From an optimization exercise on the open Yosys and OpenROAD flow, aimed at small area, a short achievable clock period and few clock cycles per item; shortcuts taken in it are not production practice.
Function was not checked in any run shown here: the RTL went through the layout flow alone.

## flow/design.v (module list and top-level ports; edited modules follow where they fit)
// module idc_controller: 30 lines
// module idc_datapath: 2122 lines
// module idc_fa: 10 lines
// module inclusive_day_count_between_dates: 44 lines
module inclusive_day_count_between_dates #(
	parameter int unsigned MAX_YEAR = 9999
) (
	input  logic        clk,
	input  logic        arst_n,
	input  logic        dates_valid,
	output logic        dates_ready,
	input  logic [4:0]  dates_start_day,
	input  logic [3:0]  dates_start_month,
	input  logic [13:0] dates_start_year,
	input  logic [4:0]  dates_end_day,
	input  logic [3:0]  dates_end_month,
	input  logic [13:0] dates_end_year,
	output logic        result_valid,
	input  logic        result_ready,
	output logic [21:0] result_day_count,
	output logic        result_order_error
);
  // ...
==> flow/flow/run.sh <==
#!/bin/bash
# The standard layout (the standard.sh, unchanged synthesis), with the
# port buffers made from the smallest buffer cell instead of the default
# choice (the resizer still upsizes them where timing needs it), and the
# resizer's setup target set further below the clock period. ORFS writes
# each step's full log under orfs/logs; make's own output goes to
# standard.log.
set -uo pipefail
bash standard.sh "BUFFER_PORTS_ARGS=-buffer_cell sky130_fd_sc_hd__buf_1" SETUP_SLACK_MARGIN=5.6 finish > standard.log 2>&1
==> flow/standard.sh <==
#!/bin/bash
# synth_recipe.tcl (not shown) runs the flow's synth.tcl, then flattens the netlist and writes it again
# the make line also repeats each setting of config.mk as NAME=value (left out here)
make -C /OpenROAD-flow-scripts/flow DESIGN_CONFIG=/design/flow/config.mk WORK_HOME=/design/flow/orfs CLKGATE_MAP_FILE= SYNTH_SCRIPT=/design/flow/synth_recipe.tcl "${@:-finish}"
==> flow/config.mk <==
export PLATFORM = sky130hd
export DESIGN_NAME = inclusive_day_count_between_dates
export DESIGN_NICKNAME = inclusive_day_count_between_dates
export VERILOG_FILES = /design/flow/design.v
export SDC_FILE = /design/flow/constraint.sdc
export NUM_CORES = 4
export LEC_CHECK = 0
export CAP_MARGIN = 20
export CORE_MARGIN = 2
export CORE_UTILIZATION = 40
export CTS_BUF_LIST = sky130_fd_sc_hd__clkbuf_8
export SETUP_SLACK_MARGIN = 5
export SLEW_MARGIN = 20
export SYNTH_HIERARCHICAL = 1
==> flow/constraint.sdc <==
create_clock -name core_clock -period 10.0 [get_ports {clk}]
set_input_delay 2.0000 -clock core_clock [delete_from_list [all_inputs] [get_ports {clk}]]
set_output_delay 2.0000 -clock core_clock [all_outputs]
set_load 0.01 [all_outputs]
==> results.toml, run 1 <==
[run_status]
status = "complete, no violations"

[final_layout]
fin_area_um2 = 12900
buffers = 145
final-clk-cell-share_pct = 1.73
drive_gt1_share_pct = 27.6
layout_common_cells = "ha_1 (142), fa_1 (123), edfxtp_1 (67)"

[synth]
synth_top_family_by_area = "adder cells"
synth.most_common_cell = "ha_1"
syn_avg_cell_area_um2 = 11.4
ys_top_cells_by_area = "fa_1 (28%), ha_1 (23%), edfxtp_1 (20%)"
synth.area.mux_share_pct = 0.599

[cts]
cts_resized = 134
root_buffer = "clkbuf_8"

[route]
route.met2.wl_mm = 11.0

[sta]
rsz0062_at_grt = "yes"
setup_viol = 0

[floorplanning]
die_w_um = 162

[setup_path]
crit_buf_inv = 3
critPathSlowestCell = "fa_1"
crit_path_end = "u_dp.v_q[8]"
==> run 2, diff against run 1 <==
--- a/flow/design.v
+++ b/flow/design.v
@@ -1645,181 +1645,16 @@
 	logic t_269;
 	logic t_270;
 	logic t_271;
 	logic t_272;
 	logic t_273;
 	logic t_274;
 	logic t_275;
 	logic t_276;
-	logic t_277;
-	logic t_278;
-	logic t_279;
-	logic t_280;
-	logic t_281;
-	logic t_282;
-	logic t_283;
-	logic t_284;
-	logic t_285;
-	logic t_286;
-	logic t_287;
-	logic t_288;
-	logic t_289;
-	logic t_290;
-	logic t_291;
-	logic t_292;
-	logic t_293;
-	logic t_294;
-	logic t_295;
-	logic t_296;
-	logic t_297;
-	logic t_298;
-	logic t_299;
-	logic t_300;
-	logic t_301;
-	logic t_302;
-	logic t_303;
-	logic t_304;
-	logic t_305;
-	logic t_306;
-	logic t_307;
-	logic t_308;
-	logic t_309;
-	logic t_310;
-	logic t_311;
-	logic t_312;
-	logic t_313;
-	logic t_314;
-	logic t_315;
-	logic t_316;
-	logic t_317;
-	logic t_318;
-	logic t_319;
-	logic t_320;
-	logic t_321;
-	logic t_322;
-	logic t_323;
-	logic t_324;
-	logic t_325;
-	logic t_326;
-	logic t_327;
-	logic t_328;
-	logic t_329;
-	logic t_330;
-	logic t_331;
-	logic t_332;
-	logic t_333;
-	logic t_334;
-	logic t_335;
-	logic t_336;
-	logic t_337;
-	logic t_338;
-	logic t_339;
-	logic t_340;
-	logic t_341;
-	logic t_342;
-	logic t_343;
-	logic t_344;
-	logic t_345;
-	logic t_346;
-	logic t_347;
-	logic t_348;
-	logic t_349;
-	logic t_350;
-	logic t_351;
-	logic t_352;
-	logic t_353;
-	logic t_354;
-	logic t_355;
-	logic t_356;
-	logic t_357;
-	logic t_358;
-	logic t_359;
-	logic t_360;
-	logic t_361;
-	logic t_362;
-	logic t_363;
-	logic t_364;
-	logic t_365;
-	logic t_366;
-	logic t_367;
-	logic t_368;
-	logic t_369;
-	logic t_370;
-	logic t_371;
-	logic t_372;
-	logic t_373;
-	logic t_374;
-	logic t_375;
-	logic t_376;
-	logic t_377;
-	logic t_378;
-	logic t_379;
-	logic t_380;
-	logic t_381;
-	logic t_382;
-	logic t_383;
-	logic t_384;
-	logic t_385;
-	logic t_386;
-	logic t_387;
-	logic t_388;
-	logic t_389;
-	logic t_390;
-	logic t_391;
-	logic t_392;
-	logic t_393;
-	logic t_394;
-	logic t_395;
-	logic t_396;
-	logic t_397;
-	logic t_398;
-	logic t_399;
-	logic t_400;
-	logic t_401;
-	logic t_402;
-	logic t_403;
-	logic t_404;
-	logic t_405;
-	logic t_406;
-	logic t_407;
-	logic t_408;
-	logic t_409;
-	logic t_410;
-	logic t_411;
-	logic t_412;
-	logic t_413;
-	logic t_414;
-	logic t_415;
-	logic t_416;
-	logic t_417;
-	logic t_418;
-	logic t_419;
-	logic t_420;
-	logic t_421;
-	logic t_422;
-	logic t_423;
-	logic t_424;
-	logic t_425;
-	logic t_426;
-	logic t_427;
-	logic t_428;
-	logic t_429;
-	logic t_430;
-	logic t_431;
-	logic t_432;
-	logic t_433;
-	logic t_434;
-	logic t_435;
-	logic t_436;
-	logic t_437;
-	logic t_438;
-	logic t_439;
-	logic t_440;
-	logic t_441;
 	idc_fa u_t_1 (.a(da_q[0]), .b(sc_q[2]), .c(sc_q[0]), .s(t_1), .co(t_2));
 	assign t_3 = ecn_q[2] ^ ecn_q[0];
 	assign t_4 = ecn_q[2] & ecn_q[0];
 	idc_fa u_t_5 (.a(da_q[1]), .b(sc_q[2]), .c(sc_q[3]), .s(t_5), .co(t_6));
 	idc_fa u_t_7 (.a(sc_q[1]), .b(ecn_q[2]), .c(ecn_q[3]), .s(t_7), .co(t_8));
 	assign t_9 = ecn_q[1] ^ v_q[1];
 	assign t_10 = ecn_q[1] & v_q[1];
 	idc_fa u_t_11 (.a(da_q[2]), .b(da_q[0]), .c(sc_q[3]), .s(t_11), .co(t_12));
@@ -1989,184 +1824,19 @@
 	assign t_269 = t_258 ^ t_259;
 	assign t_270 = t_258 & t_259;
 	assign t_271 = t_261 ^ t_260;
 	assign t_272 = t_261 & t_260;
 	assign t_273 = t_269 ^ t_268;
 	assign t_274 = t_269 & t_268;
 	assign t_275 = t_270 ^ t_271;
 	assign t_276 = t_270 & t_271;
-	assign t_277 = t_147 ^ t_187;
-	assign t_278 = t_147 & t_187;
-	assign t_279 = t_188 ^ t_189;
-	assign t_280 = t_188 & t_189;
-	assign t_281 = t_190 ^ t_191;
-	assign t_282 = t_190 & t_191;
-	assign t_283 = t_192 ^ t_193;
-	assign t_284 = t_192 & t_193;
-	assign t_285 = t_194 ^ t_195;
-	assign t_286 = t_194 & t_195;
-	assign t_287 = t_196 ^ t_197;
-	assign t_288 = t_196 & t_197;
-	assign t_289 = t_198 ^ t_199;
-	assign t_290 = t_198 & t_199;
-	assign t_291 = t_201 ^ t_200;
-	assign t_292 = t_201 & t_200;
-	assign t_293 = t_203 ^ t_202;
-	assign t_294 = t_203 & t_202;
-	assign t_295 = t_204 ^ t_205;
-	assign t_296 = t_204 & t_205;
-	assign t_297 = t_206 ^ t_207;
-	assign t_298 = t_206 & t_207;
-	assign t_299 = t_208 ^ t_209;
-	assign t_300 = t_208 & t_209;
-	assign t_301 = t_210 ^ t_211;
-	assign t_302 = t_210 & t_211;
-	assign t_303 = t_229 ^ 1'b1;
-	assign t_304 = t_229 & 1'b1;
-	assign t_305 = t_230 ^ t_231;
-	assign t_306 = t_230 & t_231;
-	assign t_307 = t_247 ^ 1'b1;
-	assign t_308 = t_247 & 1'b1;
-	assign t_309 = t_249 ^ t_248;
-	assign t_310 = t_249 & t_248;
-	assign t_311 = t_250 ^ t_251;
-	assign t_312 = t_250 & t_251;
-	assign t_313 = t_263 ^ 1'b1;
-	assign t_314 = t_263 & 1'b1;
-	assign t_315 = t_265 ^ t_264;
-	assign t_316 = t_265 & t_264;
-	assign t_317 = t_266 ^ t_267;
-	assign t_318 = t_266 & t_267;
-	assign t_319 = t_273 ^ 1'b1;
-	assign t_320 = t_273 & 1'b1;
-	assign t_321 = t_274 ^ t_275;
-	assign t_322 = t_274 & t_275;
-	assign t_323 = t_280 | (t_279 & t_278);
-	assign t_324 = t_279 & t_277;
-	assign t_325 = t_284 | (t_283 & t_282);
-	assign t_326 = t_283 & t_281;
-	assign t_327 = t_288 | (t_287 & t_286);
-	assign t_328 = t_287 & t_285;
-	assign t_329 = t_292 | (t_291 & t_290);
-	assign t_330 = t_291 & t_289;
-	assign t_331 = t_296 | (t_295 & t_294);
-	assign t_332 = t_295 & t_293;
-	assign t_333 = t_300 | (t_299 & t_298);
-	assign t_334 = t_299 & t_297;
-	assign t_335 = t_304 | (t_303 & t_302);
-	assign t_336 = t_303 & t_301;
-	assign t_337 = t_308 | (t_307 & t_306);
-	assign t_338 = t_307 & t_305;
-	assign t_339 = t_312 | (t_311 & t_310);
-	assign t_340 = t_311 & t_309;
-	assign t_341 = t_316 | (t_315 & t_314);
-	assign t_342 = t_315 & t_313;
-	assign t_343 = t_320 | (t_319 & t_318);
-	assign t_344 = t_319 & t_317;
-	assign t_345 = t_282 | (t_281 & t_323);
-	assign t_346 = t_281 & t_324;
-	assign t_347 = t_325 | (t_326 & t_323);
-	assign t_348 = t_326 & t_324;
-	assign t_349 = t_290 | (t_289 & t_327);
-	assign t_350 = t_289 & t_328;
-	assign t_351 = t_329 | (t_330 & t_327);
-	assign t_352 = t_330 & t_328;
-	assign t_353 = t_298 | (t_297 & t_331);
-	assign t_354 = t_297 & t_332;
-	assign t_355 = t_333 | (t_334 & t_331);
-	assign t_356 = t_334 & t_332;
-	assign t_357 = t_306 | (t_305 & t_335);
-	assign t_358 = t_305 & t_336;
-	assign t_359 = t_337 | (t_338 & t_335);
-	assign t_360 = t_338 & t_336;
-	assign t_361 = t_314 | (t_313 & t_339);
-	assign t_362 = t_313 & t_340;
-	assign t_363 = t_341 | (t_342 & t_339);
-	assign t_364 = t_342 & t_340;
-	assign t_365 = t_322 | (t_321 & t_343);
-	assign t_366 = t_321 & t_344;
-	assign t_367 = t_286 | (t_285 & t_347);
-	assign t_368 = t_285 & t_348;
-	assign t_369 = t_327 | (t_328 & t_347);
-	assign t_370 = t_328 & t_348;
-	assign t_371 = t_349 | (t_350 & t_347);
-	assign t_372 = t_350 & t_348;
-	assign t_373 = t_351 | (t_352 & t_347);
-	assign t_374 = t_352 & t_348;
-	assign t_375 = t_302 | (t_301 & t_355);
-	assign t_376 = t_301 & t_356;
-	assign t_377 = t_335 | (t_336 & t_355);
-	assign t_378 = t_336 & t_356;
-	assign t_379 = t_357 | (t_358 & t_355);
-	assign t_380 = t_358 & t_356;
-	assign t_381 = t_359 | (t_360 & t_355);
-	assign t_382 = t_360 & t_356;
-	assign t_383 = t_318 | (t_317 & t_363);
-	assign t_384 = t_317 & t_364;
-	assign t_385 = t_343 | (t_344 & t_363);
-	assign t_386 = t_344 & t_364;
-	assign t_387 = t_365 | (t_366 & t_363);
-	assign t_388 = t_366 & t_364;
-	assign t_389 = t_294 | (t_293 & t_373);
-	assign t_390 = t_293 & t_374;
-	assign t_391 = t_331 | (t_332 & t_373);
-	assign t_392 = t_332 & t_374;
-	assign t_393 = t_353 | (t_354 & t_373);
-	assign t_394 = t_354 & t_374;
-	assign t_395 = t_355 | (t_356 & t_373);
-	assign t_396 = t_356 & t_374;
-	assign t_397 = t_375 | (t_376 & t_373);
-	assign t_398 = t_376 & t_374;
-	assign t_399 = t_377 | (t_378 & t_373);
-	assign t_400 = t_378 & t_374;
-	assign t_401 = t_379 | (t_380 & t_373);
-	assign t_402 = t_380 & t_374;
-	assign t_403 = t_381 | (t_382 & t_373);
-	assign t_404 = t_382 & t_374;
-	assign t_405 = t_310 | (t_309 & t_403);
-	assign t_406 = t_309 & t_404;
-	assign t_407 = t_339 | (t_340 & t_403);
-	assign t_408 = t_340 & t_404;
-	assign t_409 = t_361 | (t_362 & t_403);
-	assign t_410 = t_362 & t_404;
-	assign t_411 = t_363 | (t_364 & t_403);
-	assign t_412 = t_364 & t_404;
-	assign t_413 = t_383 | (t_384 & t_403);
-	assign t_414 = t_384 & t_404;
-	assign t_415 = t_385 | (t_386 & t_403);
-	assign t_416 = t_386 & t_404;
-	assign t_417 = t_387 | (t_388 & t_403);
-	assign t_418 = t_388 & t_404;
-	assign t_419 = t_277;
-	assign t_420 = t_279 ^ t_278;
-	assign t_421 = t_281 ^ t_323;
-	assign t_422 = t_283 ^ t_345;
-	assign t_423 = t_285 ^ t_347;
-	assign t_424 = t_287 ^ t_367;
-	assign t_425 = t_289 ^ t_369;
-	assign t_426 = t_291 ^ t_371;
-	assign t_427 = t_293 ^ t_373;
-	assign t_428 = t_295 ^ t_389;
-	assign t_429 = t_297 ^ t_391;
-	assign t_430 = t_299 ^ t_393;
-	assign t_431 = t_301 ^ t_395;
-	assign t_432 = t_303 ^ t_397;
-	assign t_433 = t_305 ^ t_399;
-	assign t_434 = t_307 ^ t_401;
-	assign t_435 = t_309 ^ t_403;
-	assign t_436 = t_311 ^ t_405;
-	assign t_437 = t_313 ^ t_407;
-	assign t_438 = t_315 ^ t_409;
-	assign t_439 = t_317 ^ t_411;
-	assign t_440 = t_319 ^ t_413;
-	assign t_441 = t_321 ^ t_415;
 	logic [22:0] r_d;
 	logic [22:0] r_q;
-	assign r_d = {t_441, t_440, t_439, t_438, t_437, t_436, t_435, t_434, t_433, t_432, t_431, t_430, t_429, t_428, t_427, t_426, t_425, t_424, t_423, t_422, t_421, t_420, t_419};
+	assign r_d = ({t_274, t_273, t_266, t_265, t_263, t_250, t_249, t_247, t_230, t_229, t_210, t_208, t_206, t_204, t_203, t_201, t_198, t_196, t_194, t_192, t_190, t_188, t_147} + {t_275, 1'b1, t_267, t_264, 1'b1, t_251, t_248, 1'b1, t_231, 1'b1, t_211, t_209, t_207, t_205, t_202, t_200, t_199, t_197, t_195, t_193, t_191, t_189, t_187});
 	always_ff @(posedge clk) begin
 		if (en2) begin
 			r_q <= r_d;
 		end
 	end
 	assign day_count   = r_q[22] ? 22'd0 : r_q[21:0];
 	assign order_error = r_q[22] || (r_q == 23'd0);
 endmodule
==> flow/flow/run.sh (replaced) <==
#!/bin/bash
# The standard layout (the standard.sh, unchanged synthesis), with the
# port buffers made from the smallest buffer cell instead of the default
# choice; the resizer still upsizes them where timing needs it. ORFS writes
# each step's full log under orfs/logs; make's own output goes to
# standard.log.
set -uo pipefail
bash standard.sh "BUFFER_PORTS_ARGS=-buffer_cell sky130_fd_sc_hd__buf_1" finish > standard.log 2>&1
==> run 2 against run 1 <==
Effect of this change:
- clock skew down 0.0059 ns
- hold slack worse by 0.39 ns
- non-clock buffer count down 40
- area after synthesis up 0.79%
- core utilization down 4.8 points
==> results.toml, run 2 <==
[setup_path]
required_ns = 10.24
critPathMaxFanout = 2
path_class = "in -> reg"
critical_path_arrival_ns = 5.30
setup.worst_path.end_class = "flip-flop"
critPathLaunchType = "input port"

[synth]
ys_async_sr_fraction_pct = 2.90
synthAdderAreaFrac_pct = 50.4
ys_seq_elements = 69
synth_area_um2 = 10100
synth_cell_types = 61
synth.most_common_cell = "ha_1"
synth-simple-area-share_pct = 10.9
ys_seq_area_share_pct = 20.4
synthCells = 890
synth_commonest_cells = "ha_1 (188), fa_1 (137), edfxtp_1 (67)"
ys_top_cells_by_area = "fa_1 (27%), ha_1 (23%), edfxtp_1 (20%)"
synth_ff_type = "edfxtp_1"
synth_top_area_share_pct = 27.2
synth_top_family_by_area = "adder cells"
synth_compound_area_share_pct = 9.79
yosysTopAreaCell = "fa_1"
yosysWarnings = 8
syn_avg_cell_area_um2 = 11.3
synth_nets = 1265
synth.area.mux_share_pct = 1.05
synth_edf_count = 67
synthXorXnorAreaFrac_pct = 4.68

[cts]
h-tree-depth = 3
postCtsHoldBufs = 0
numCtsBuffers = 9
clk_latency_ns = 0.37
max-clock-path-buffers = 2
cts_tree = "built"
clkSlewWorstSetupHoldPaths_ns = 0.08
numClockSinks = 69
root_buffer = "clkbuf_8"

[sta]
fmax_mhz = 198
finalCritPeriodShare_pct = 50.6
finalSetupTns_ns = 0
rsz0062_at_grt = "yes"
maxSlewViolCount = 0
setup_viol = 0
fin_skew_ns = 0.0111
worst_slew_pin_slew_ns = 0.847
period_minus_slack_ns = 5.06
relSlewSlack_pct = 43.5
timing.final.hold_violations = 0

[route]
vias = 6829
firstDrtPassIters = 5
drtIter0Drc = 249
vias_per_cell = 5.15
wl_per_cell_um = 15.8
ant_nets = 0
drc = 0
totalWireLength_mm = 20.9

[final_layout]
layout_common_cells = "ha_1 (164), fa_1 (131), edfxtp_1 (67)"
layout.cells.non_filler = 1325
synthToLayoutAreaGrowth_pct = 17.9
largest_reg_flops = 23
fill_cells = 2342
layout_commonest_cell = "ha_1"
nets = 1365
regMostFlops = "u_dp.r_q"
top_regs = "u_dp.r_q (23), u_dp.da_q (13), u_dp.v_q (11)"
drive_gt1_share_pct = 17.2
n_antenna_cell = 0

[floorplanning]
die_w_um = 163
fp-row-count = 58
die_h_um = 163
io_pins = 75
core_um2 = 25000
initial_core_util_pct = 40.5
die_area_um2 = 26500

[global_route]
grt_use_total_pct = 16.2
grt_pass1_vias = 6539
grt_overflow_total = 0
grt_start_max_net_pins = 46
grt_pass1_wl_mm = 33.7
antenna_found_initial = 0

[placement]
gp_congestion = 0.879
hpwlAfterDp_mm = 17.2
numPortBuffers = 74
dp_cells = 1279

[job]
maxCapViolCount = 0

[worst_hold_path]
hold_class = "reg -> reg"

[run_status]
status = "complete, no violations"
-- run 2: area by class of cell --
| cell class | instances | area [µm²] | area share (%) |
|---|---|---|---|
| well taps | 330 | 413 | 3.47 |
| clock buffers | 9 | 124 | 1.04 |
| multi-input cells | 751 | 8330 | 69.9 |
| flip-flops and latches | 69 | 2060 | 17.3 |
| repair buffers | 105 | 627 | 5.26 |
| inverters | 54 | 220 | 1.85 |
| clock inverters | 7 | 138 | 1.16 |
-- run 2: cell families after synthesis --
kind of cell	count (synthesis)
fa+ha+maj	325
simple gates	214
compound gates	148
buf+inv	70
flops	69
xor+xnor	54
mux	8
other cells	2
-- run 2: critical path, stage by stage --
cell and delay, ns:
buf_12 0.09, inv_12 0.03, ha_4 0.15, o21ai_4 0.14, o21ai_4 0.08, fa_1 0.52
fa_1 0.44, fa_2 0.37, a21o_1 0.16, a21o_1 0.18, a21o_1 0.18, a21oi_2 0.17
o21bai_2 0.10, a21oi_2 0.17, fa_2 0.45, inv_1 0.06
-- run 2: per-stage QoR --
step           hold slack, ns  area, µm²  utilization [%]  setup WS (ns)
6_report                0.512      11900             47.7           4.94
5_1_grt                 0.545      11900             47.7           4.86
4_1_cts                 0.515      11400             45.8           4.93
3_5_place_dp            0.497      10900             43.8           4.16
3_3_place_gp            0.499      10900             43.8           4.26
2_1_floorplan           0.478      10300                -           4.74
-- run 2: Yosys stat by module, one instance, submodules excluded, a selection --
module,flip-flops and latches,cells inside,area [µm²],times used
idc_fa,0,1,20.0,128
idc_datapath,67,754,7450,1
idc_controller,2,8,92.6,1
-- run 2: routing by layer --
metal / vias up / share of wire (%) / global-route usage [%]
met3: 22 / 3.1 / 2.04
met1: 3304 / 49 / 23.9
li1: 3390 / - / -
met4: 0 / 1.5 / 4.26
met2: 113 / 46 / 25.2
met5: - / 0 / 0
-- run 2: final timing paths --
kind	start	depth (start not counted)	endpoint	slack (ns)
max	dates_end_month[0]	16	u_dp.v_q[8]	4.94
min	u_ctrl.v1_q	1	u_ctrl.v2_q	0.51
max reg2reg	u_dp.sb_q[0]	14	u_dp.r_q[17]	5.04
min reg2reg	u_ctrl.v1_q	1	u_ctrl.v2_q	0.51
max in group asynchronous	arst_n	1	u_ctrl.v2_q	8.47
min in group asynchronous	arst_n	1	u_ctrl.v1_q	1.40
-- run 2: timing repair --
| action | 4_1_cts | 5_1_grt |
|---|---|---|
| endpoints found under the setup margin | 22 | 24 |
| buffers inserted | 13 | 17 |
| hold endpoints to repair | 0 | 0 |
| pin swaps | 19 | 37 |
| gates resized for setup | 49 | 73 |
==> run 3, diff against run 2 <==
==> flow/flow/run.sh (replaced) <==
#!/bin/bash
# The standard layout (the standard.sh, unchanged synthesis), with the
# port buffers made from the smallest buffer cell instead of the default
# choice (the resizer still upsizes them where timing needs it), and the
# resizer's setup target set further below the clock period. ORFS writes
# each step's full log under orfs/logs; make's own output goes to
# standard.log.
set -uo pipefail
bash standard.sh "BUFFER_PORTS_ARGS=-buffer_cell sky130_fd_sc_hd__buf_1" SETUP_SLACK_MARGIN=5.6 finish > standard.log 2>&1
==> run 3 against run 2 <==
Effect of this change:
- largest cell class unchanged
- clock-buffer cell count stayed put
- final cell count increased by 2.2%
- non-clock buffer count up 27
==> results.toml, run 3 <==
[synth]
synth_top_area_share_pct = 27.2
syn_avg_cell_area_um2 = 11.3
synth_ff_type = "edfxtp_1"
synthXorXnorAreaFrac_pct = 4.68
synth_edf_count = 67
synth_top_family_by_area = "adder cells"
synth.area.mux_share_pct = 1.05
synth_cell_types = 61
ys_async_sr_fraction_pct = 2.90
synth_compound_area_share_pct = 9.79
ys_seq_area_share_pct = 20.4
synthCells = 890
synth-simple-area-share_pct = 10.9
synth.most_common_cell = "ha_1"
ys_seq_elements = 69
synthAdderAreaFrac_pct = 50.4
synth_nets = 1265
synth_area_um2 = 10100
ys_top_cells_by_area = "fa_1 (27%), ha_1 (23%), edfxtp_1 (20%)"
synth_commonest_cells = "ha_1 (188), fa_1 (137), edfxtp_1 (67)"
yosysTopAreaCell = "fa_1"
yosysWarnings = 8

[final_layout]
top_regs = "u_dp.r_q (23), u_dp.da_q (13), u_dp.v_q (11)"
nets = 1394
synthToLayoutAreaGrowth_pct = 26.0
drive_gt1_share_pct = 26.9
fin_area_um2 = 12700
n_antenna_cell = 0
regMostFlops = "u_dp.r_q"
layout_commonest_cell = "ha_1"
layout_common_cells = "ha_1 (147), fa_1 (122), edfxtp_1 (67)"
largest_reg_flops = 23

[job]
maxCapViolCount = 0

[sta]
setup_ws_ns = 4.94
maxSlewViolCount = 0
fmax_mhz = 198
setup_viol = 0
fin_skew_ns = 0.0127
finalSetupTns_ns = 0
worst_slew_pin_slew_ns = 0.813
rsz0062_at_grt = "yes"
timing.final.hold_violations = 0
period_minus_slack_ns = 5.06
relSlewSlack_pct = 45.7
finalCritPeriodShare_pct = 50.6

[cts]
clkSlewWorstSetupHoldPaths_ns = 0.08
cts_tree = "built"
postCtsHoldBufs = 0
h-tree-depth = 3
numClockSinks = 69
max-clock-path-buffers = 2
clk_latency_ns = 0.38
numCtsBuffers = 9
root_buffer = "clkbuf_8"

[floorplanning]
io_pins = 75
core_um2 = 25000
die_area_um2 = 26500
initial_core_util_pct = 40.5
die_w_um = 163
die_h_um = 163
fp-row-count = 58

[setup_path]
critPathMaxFanout = 5
critical-path-max-stage-delay_ns = 0.56
critPathLaunchType = "input port"
r2r-start = "u_dp.sb_q[0]"
worst-r2r-setup-slack_ns = 5.18
setup.worst_path.end_class = "flip-flop"
required_ns = 10.26
r2r-end = "u_dp.r_q[17]"
critPathSlowestCell = "fa_1"
critical_path_arrival_ns = 5.32
path_class = "in -> reg"
crit_chain = "buf_6 > ha_4 > o21ai_4 > o21ai_4 > fa_1 > fa_1 > fa_2 > a21o_1 > a21o_1 > a21o_1 > a21oi_2 > o21bai_2 > a21oi_2 > fa_1 > inv_1"
rr_worst_depth = 14

[global_route]
grt_start_max_net_pins = 25
grt_overflow_total = 0
antenna_found_initial = 0
grt_pass1_wl_mm = 36.4
grt_pass1_vias = 7134
grt_use_total_pct = 17.7

[placement]
placed_area_um2 = 11200
hpwlAfterDp_mm = 17.7
dp_slack_ns = 4.23
gp_congestion = 0.830
numPortBuffers = 74

[run_status]
status = "complete, no violations"

[route]
wl_per_cell_um = 16.6
ant_nets = 0
firstDrtPassIters = 4
vias_per_cell = 5.18
vias = 7007
drtIter0Drc = 266
totalWireLength_mm = 22.5
drc = 0

[worst_hold_path]
hold_class = "reg -> reg"
min_path_cells = 1
min_from = "u_ctrl.v1_q"
whs_endpoint = "u_ctrl.v1_q"
-- run 3: changes by cell type in the layout (fill, tap and decap cells not counted), sizes merged --
| cell | change |
|---|---|
| nand2 | +2 |
| bufinv | -2 |
| clkinvlp | +2 |
| clkinv | -1 |
| buf | +33 |
| inv | +1 |
| clkbuf | -6 |
-- run 3: critical path, delay by kind of cell --
kind,cells,cell delay [ns]
buf+inv,2,0.17
fa+ha+maj,5,1.94
compound gates,8,1.18
-- run 3: per-stage QoR --
stage               utilization [%]  std cells  hold slack [ns]
detailed placement             44.8       1278            0.611
global route                   51.0       1354            0.895
CTS                            49.1       1336            0.880
finish                         51.0       1354            0.895
floorplan                         -        890            0.586
global placement               44.8       1278            0.604
-- run 3: timing repair --
| action | 4_1_cts | 5_1_grt |
|---|---|---|
| pin swaps | 73 | 67 |
| cloned | 2 | 0 |
| gates resized for setup | 140 | 78 |
| setup buffers | 40 | 18 |
| endpoints found under the setup margin | 50 | 46 |
-- run 3: cell type report --
type                            count  area, µm²
Clock buffer                        9        124
Timing Repair Buffer              132        938
Inverter                           54        220
Fill cell                        2238      12200
Clock inverter                      7       97.6
Sequential cell                    69       2060
Tap cell                          330        413
Multi-Input combinational cell    753       8870
-- run 3: kinds of logic after synthesis --
kind of cell    Yosys count
xor+xnor                 54
flops                    69
simple gates            214
mux                       8
compound gates          148
buf+inv                  70
other cells               2
fa+ha+maj               325
-- run 3: worst max path at each step --
stage | slack [ns] | to | startpoint | depth (start not counted)
after floorplan | 4.77 | u_dp.v_q[8] | dates_end_month[0] | 15
after global placement | 4.32 | u_dp.v_q[8] | dates_end_month[1] | 15
after detailed placement | 4.23 | u_dp.v_q[8] | dates_end_month[1] | 15
after CTS | 4.96 | u_dp.v_q[8] | dates_end_month[0] | 16
after global routing | 4.82 | u_dp.v_q[8] | dates_end_month[0] | 16
final | 4.94 | u_dp.v_q[8] | dates_end_month[1] | 15
-- run 3: Yosys stat by module, one instance, submodules excluded, excerpt --
module,cells,flip-flops and latches
idc_datapath,754,67
idc_fa,1,0
idc_controller,8,2
-- run 3: metal layers --
layer  wire, µm  global-route usage, %  part of all wire, %
met4        368                   4.91                  1.6
met2      10800                   29.3                   48
met5          0                      0                    0
met1      10700                   24.6                   48
met3        600                   1.91                  2.7

==> afterwards: timing with drivers on the ports <==
The flow's constraints put no driver on any port. The routed layouts listed below were extracted and timed again, unchanged, in two steps. Step 1 assumes that a clkbuf_16 drives the clock port and a buf_2 every other input. Step 2, shift: input delay + t, output delay - t, t = (earliest + latest rising clock arrival at the registers) / 2. This alone moves slack from input paths to output paths. Slacks: no drivers / after step 1 / after step 2; pairs: no drivers / after step 1.
run | t, ns | setup WS [ns] | hold slack, ns | slew at the worst register clock pin (ns)
run 1 | 0.394 | 4.875 / 4.851 / 4.458 | 0.906 / 0.906 / 0.906 | 0.09 / 0.09
run 2 | 0.400 | 4.945 / 4.918 / 4.518 | 0.512 / 0.512 / 0.512 | 0.08 / 0.08
run 3 | 0.420 | 4.937 / 4.919 / 4.498 | 0.895 / 0.895 / 0.895 | 0.08 / 0.08
After both steps setup and hold are still met in every run listed. The setup slack of run 3, which loses most, moves by -0.018 ns with the drivers and by -0.439 ns with both steps.
